This design comes from an exercise in tuning for small area, a short achievable clock period and few clock cycles per item on the open sky130 flow, not from production work.
In this exercise RTL edits were held to simulation tests only and were not proved equivalent to the original.

==> v35 <==
// overwrite_ring_queue_of_strings_unit
module overwrite_ring_queue_of_strings_unit (
	input  logic                        clk,
	input  logic                        arst_n,
	input  logic                        psel,
	input  logic                        penable,
	input  logic                        pwrite,
	input  logic [orq_pkg::APB_AW-1:0]  paddr,
	input  logic [orq_pkg::APB_DW-1:0]  pwdata,
	output logic [orq_pkg::APB_DW-1:0]  prdata,
	output logic                        pready,
	input  logic                        req_valid,
	output logic                        req_ready,
	input  logic                        req_op,
	input  logic [orq_pkg::BYTE_W-1:0]  req_in_byte,
	input  logic                        req_has_byte,
	input  logic                        req_is_last,
	output logic                        rsp_valid,
	input  logic                        rsp_ready,
	output logic [orq_pkg::BYTE_W-1:0]  rsp_out_byte,
	output logic                        rsp_byte_valid,
	output logic                        rsp_out_last,
	output logic                        rsp_was_empty,
	output logic [orq_pkg::OCC_W-1:0]   rsp_occupancy
);
	localparam int NCOL = MAX_ROW_BYTES - 1;    
  ...
clock: 8.0 ns
lec_check: 0
abc_clock_period_in_ps: 3500
cap_margin: 20
cell_pad_in_sites_detail_placement: 1
cell_pad_in_sites_global_placement: 2
core_margin: 2
core_utilization: 45
cts_cluster_diameter: 100
cts_cluster_size: 25
place_density: 0.6
setup_slack_margin: 4.4
slew_margin: 20
run.sh (not shown) runs the stock make flow with config.mk's settings and CLKGATE_MAP_FILE= SYNTH_SCRIPT=/design/flow/synth_recipe.tcl, a recipe that flattens the netlist after the stock synthesis.
==> v28 (differences from v35) <==
--- a/flow/design.v
+++ b/flow/design.v
@@ -103,15 +103,26 @@
 	endfunction
 	logic [ROWS_CFG_W-1:0]  rows_cfg_n;
 	logic [BYTES_CFG_W-1:0] bytes_cfg_n;
 	logic                   reg_sel;
 	assign pready  = 1'b1;
 	assign reg_sel = paddr[REG_IDX_LSB];
-	logic [BYTES_CFG_W-1:0] rd_cfg_n;
-	assign rd_cfg_n = reg_sel ? bytes_cfg_n : {1'b1, rows_cfg_n};
-	assign prdata   = {{(APB_DW-BYTES_CFG_W){1'b0}}, ~rd_cfg_n};
+	logic                   sel_n;
+	logic [BYTES_CFG_W-1:0] rd_cfg, t_b, t_r;
+	orq_inv u_sel_n (.a(reg_sel), .y(sel_n));
+	for (genvar b = 0; b < BYTES_CFG_W; b++) begin : g_prd
+		orq_nand2 u_b (.a(reg_sel), .b(!bytes_cfg_n[b]), .y(t_b[b]));
+		if (b < ROWS_CFG_W) begin : g_rows
+			orq_nand2 u_r (.a(sel_n), .b(!rows_cfg_n[b]), .y(t_r[b]));
+			orq_nand2 u_o (.a(t_b[b]), .b(t_r[b]), .y(rd_cfg[b]));
+		end else begin : g_top
+			assign t_r[b] = 1'b1;
+			orq_inv u_o (.a(t_b[b]), .y(rd_cfg[b]));
+		end
+	end
+	assign prdata = {{(APB_DW-BYTES_CFG_W){1'b0}}, rd_cfg};
 	logic [OCC_W-1:0] rows;
 	logic [COL_W-1:0] limit;
 	always_ff @(posedge clk or negedge arst_n) begin
 		if (!arst_n) begin
 			rows_cfg_n  <= ~ROWS_RESET;
 			bytes_cfg_n <= ~BYTES_RESET;
@@ -242,57 +253,78 @@
 	end
 	always_ff @(posedge clk) begin
 		if (consume && is_enq && m_il) begin
 			len_mem[tail_q] <= len_new;
 		end
 	end
-	logic [MAX_ROWS-1:0]             wr_row_q;
-	logic [NCOL-1:0]                 wr_colhot_q;
+	logic [MAX_ROWS-1:0]             wr_row_n;
+	logic [NCOL-1:0]                 wr_col_n;
 	logic [BYTE_W-1:0]               wr_data_q;
 	logic [MAX_ROWS-1:0][NCOL-1:0][BYTE_W-1:0] mem;
 	always_ff @(posedge clk or negedge arst_n) begin
 		if (!arst_n) begin
-			wr_row_q <= '0;
+			wr_row_n <= '1;
 		end else begin
 			for (int r = 0; r < MAX_ROWS; r++) begin
-				wr_row_q[r] <= consume && do_write && (tail_q == ROW_W'(r));
+				wr_row_n[r] <= !(consume && do_write && (tail_q == ROW_W'(r)));
 			end
 		end
 	end
 	always_ff @(posedge clk) begin
-		if (consume && do_write) begin
-			for (int c = 0; c < NCOL; c++) wr_colhot_q[c] <= (fill_q == COL_W'(c));
-			wr_data_q <= m_b;
-		end
+		for (int c = 0; c < NCOL; c++) wr_col_n[c] <= (fill_q != COL_W'(c));
+		wr_data_q <= m_b;
 	end
 	always_ff @(posedge clk) begin
 		for (int r = 0; r < MAX_ROWS; r++) begin
 			for (int c = 0; c < NCOL; c++) begin
-				if (wr_row_q[r] && wr_colhot_q[c]) begin
+				if (!(wr_row_n[r] || wr_col_n[c])) begin
 					mem[r][c] <= wr_data_q;
 				end
 			end
 		end
 	end
-	logic [BYTE_W-1:0] rd_byte;
-	always_comb begin
-		logic [BYTE_W-1:0] rb;
-		rd_byte = '0;
-		for (int r = 0; r < MAX_ROWS; r++) begin
-			rb = '0;
-			for (int c = 0; c < NCOL; c++) begin
-				rb = rb | (mem[r][c] & {BYTE_W{act_colhot[c]}});
+	logic [MAX_ROWS-1:0][BYTE_W-1:0] rb;
+	for (genvar r = 0; r < MAX_ROWS; r++) begin : g_row
+		for (genvar b = 0; b < BYTE_W; b++) begin : g_bit
+			logic [NCOL/3-1:0] y;
+			for (genvar j = 0; j < NCOL/3; j++) begin : g_sl
+				orq_aoi222 u_sl (
+					.a0(act_colhot[3*j]),   .b0(mem[r][3*j][b]),
+					.a1(act_colhot[3*j+1]), .b1(mem[r][3*j+1][b]),
+					.a2(act_colhot[3*j+2]), .b2(mem[r][3*j+2][b]),
+					.y (y[j])
+				);
 			end
-			rd_byte = rd_byte | (rb & {BYTE_W{act_rowhot[r]}});
+			assign rb[r][b] = !(&y && !(act_colhot[NCOL-1] && mem[r][NCOL-1][b]));
 		end
 	end
-	logic out_v;
-	logic out_free, beat, beat_last, act_free;
+	localparam int NGRP = 4;
+	localparam int GRPR = MAX_ROWS / NGRP;
+	logic [NGRP-1:0][BYTE_W-1:0] rd_grp, p_grp_q;
+	for (genvar g = 0; g < NGRP; g++) begin : g_grp
+		for (genvar b = 0; b < BYTE_W; b++) begin : g_bit
+			logic y;
+			orq_aoi222 u_sl (
+				.a0(act_rowhot[GRPR*g]),   .b0(rb[GRPR*g][b]),
+				.a1(act_rowhot[GRPR*g+1]), .b1(rb[GRPR*g+1][b]),
+				.a2(act_rowhot[GRPR*g+2]), .b2(rb[GRPR*g+2][b]),
+				.y (y)
+			);
+			assign rd_grp[g][b] = !(y && !(act_rowhot[GRPR*g+3] && rb[GRPR*g+3][b]));
+		end
+	end
+	logic [BYTE_W-1:0] grp_byte;
+	always_comb begin
+		grp_byte = '0;
+		for (int g = 0; g < NGRP; g++) grp_byte = grp_byte | p_grp_q[g];
+	end
+	logic out_v, p_v;
+	logic o_load, beat, beat_last, act_free;
 	logic q_pop, q_push, load_from_q, load_from_e;
-	assign out_free  = !out_v || rsp_ready;
-	assign beat      = act_v && out_free;
+	assign o_load    = p_v && (!out_v || rsp_ready);
+	assign beat      = act_v && (!p_v || o_load);
 	assign beat_last = !act_rd || (act_rem == COL_W'(1));
 	assign act_free  = !act_v || (beat && beat_last);
 	assign load_from_q = act_free && (q_cnt != '0);
 	assign load_from_e = act_free && (q_cnt == '0) && push;
 	assign q_pop       = load_from_q;
 	assign q_push      = push && !load_from_e;
@@ -301,23 +333,26 @@
 			act_v <= 1'b0;
 			q_wp  <= '0;
 			q_rp  <= '0;
 			q_cnt <= '0;
 			q_val <= '0;
 			out_v <= 1'b0;
+			p_v   <= 1'b0;
 		end else begin
 			if (load_from_q || load_from_e) act_v <= 1'b1;
 			else if (act_free)              act_v <= 1'b0;
 			if (q_push) q_wp <= q_wp + QAW'(1);
 			if (q_pop)  q_rp <= q_rp + QAW'(1);
 			q_cnt <= q_cnt + (QAW+1)'(q_push) - (QAW+1)'(q_pop);
 			for (int i = 0; i < QD; i++) begin
 				if (q_push && q_wp == QAW'(i))     q_val[i] <= 1'b1;
 				else if (q_pop && q_rp == QAW'(i)) q_val[i] <= 1'b0;
 			end
-			if (beat)          out_v <= 1'b1;
+			if (beat)        p_v <= 1'b1;
+			else if (o_load) p_v <= 1'b0;
+			if (o_load)         out_v <= 1'b1;
 			else if (rsp_ready) out_v <= 1'b0;
 		end
 	end
 	always_ff @(posedge clk) begin
 		if (q_push) begin
 			q_rd[q_wp]    <= e_rd;
@@ -346,25 +381,58 @@
 		end else if (beat) begin
 			act_k      <= act_k + COL_W'(1);
 			act_rem    <= act_rem - COL_W'(1);
 			act_colhot <= {act_colhot[NCOL-2:0], 1'b0};
 		end
 	end
+	logic              p_bv_q, p_last_q, p_empty_q;
+	logic [OCC_W-1:0]  p_occ_q;
 	logic [BYTE_W-1:0] out_byte_q;
 	logic              out_bv_q, out_last_q, out_empty_q;
 	logic [OCC_W-1:0]  out_occ_q;
 	always_ff @(posedge clk) begin
 		if (beat) begin
-			out_byte_q  <= rd_byte;
-			out_bv_q    <= act_rd;
-			out_last_q  <= beat_last;
-			out_empty_q <= act_empty;
-			out_occ_q   <= act_occ;
+			p_grp_q   <= rd_grp;
+			p_bv_q    <= act_rd;
+			p_last_q  <= beat_last;
+			p_empty_q <= act_empty;
+			p_occ_q   <= act_occ;
+		end
+		if (o_load) begin
+			out_byte_q  <= grp_byte;
+			out_bv_q    <= p_bv_q;
+			out_last_q  <= p_last_q;
+			out_empty_q <= p_empty_q;
+			out_occ_q   <= p_occ_q;
 		end
 	end
 	assign rsp_valid      = out_v;
 	assign rsp_out_byte   = out_byte_q;
 	assign rsp_byte_valid = out_bv_q;
 	assign rsp_out_last   = out_last_q;
 	assign rsp_was_empty  = out_empty_q;
 	assign rsp_occupancy  = out_occ_q;
 endmodule
+module orq_aoi222 (
+	input  logic a0,
+	input  logic b0,
+	input  logic a1,
+	input  logic b1,
+	input  logic a2,
+	input  logic b2,
+	output logic y
+);
+	assign y = !((a0 && b0) || (a1 && b1) || (a2 && b2));
+endmodule
+module orq_nand2 (
+	input  logic a,
+	input  logic b,
+	output logic y
+);
+	assign y = !(a && b);
+endmodule
+module orq_inv (
+	input  logic a,
+	output logic y
+);
+	assign y = !a;
+endmodule
SYNTH_HIERARCHICAL = 1   (was unset)
==> out/metrics.cfg <==
[run_status]
status=complete, but fails checks
so.violations=antenna rules

[power_and_ir_drop]
p_per_area_nw_per_um2=287
powerComb_uw=10400

[yosys]
yosys_warnings=1
yosysSeqAreaShare=0.806

[detailed_routing]
final_antenna_net_count=1

the above is filed under v35

==> out/metrics.cfg <==
[yosys]
yosys_warnings=7
synth.area.mux_share=0.0117

[clock_tree]
clock_latency_ns=0.97
cts-root-buf=clkbuf_16

[power_and_ir_drop]
powerComb_uw=10800
p_per_area_nw_per_um2=311

[placement]
dpl_worst_slack_ns=2.16

[run_status]
status=timing/DRC/antenna clean

[detailed_routing]
final_antenna_net_count=0

the above is filed under v28

Testbench counts of v35, summed over its fixed seeds: cycles 31,319, items 28,834.
Testbench counts of v28, summed over its fixed seeds: cycles 31,335, items 28,834.

[port drivers added, routing unchanged]
How much do the figures lean on ideal ports? The routed layouts below were timed once more, with nothing changed but the port constraints. Step 1 (the two cells are an assumption about what drives the block):
set clk [get_ports {clk}]
set_driving_cell -lib_cell sky130_fd_sc_hd__clkbuf_16 $clk
set_driving_cell -lib_cell sky130_fd_sc_hd__buf_2 [delete_from_list [all_inputs] $clk]
Step 2 times the ports against the registers' clock, not the clock port: input delays grow and output delays shrink by t, the midpoint of the rising clock arrivals with the driver on. Three values: no drivers, after step 1, after step 2; two values: the first two.
run	t, ns	setup WS [ns]	worst slew at a driven data input, ns	pins driven straight from the clock port
v35	1.091	4.232 / 4.172 / 3.641	0.06	1
v28	1.050	4.332 / 4.258 / 3.442	0.14	1
The setup slack of v28, which loses most, moves by -0.074 ns with the drivers and by -0.890 ns with both steps.
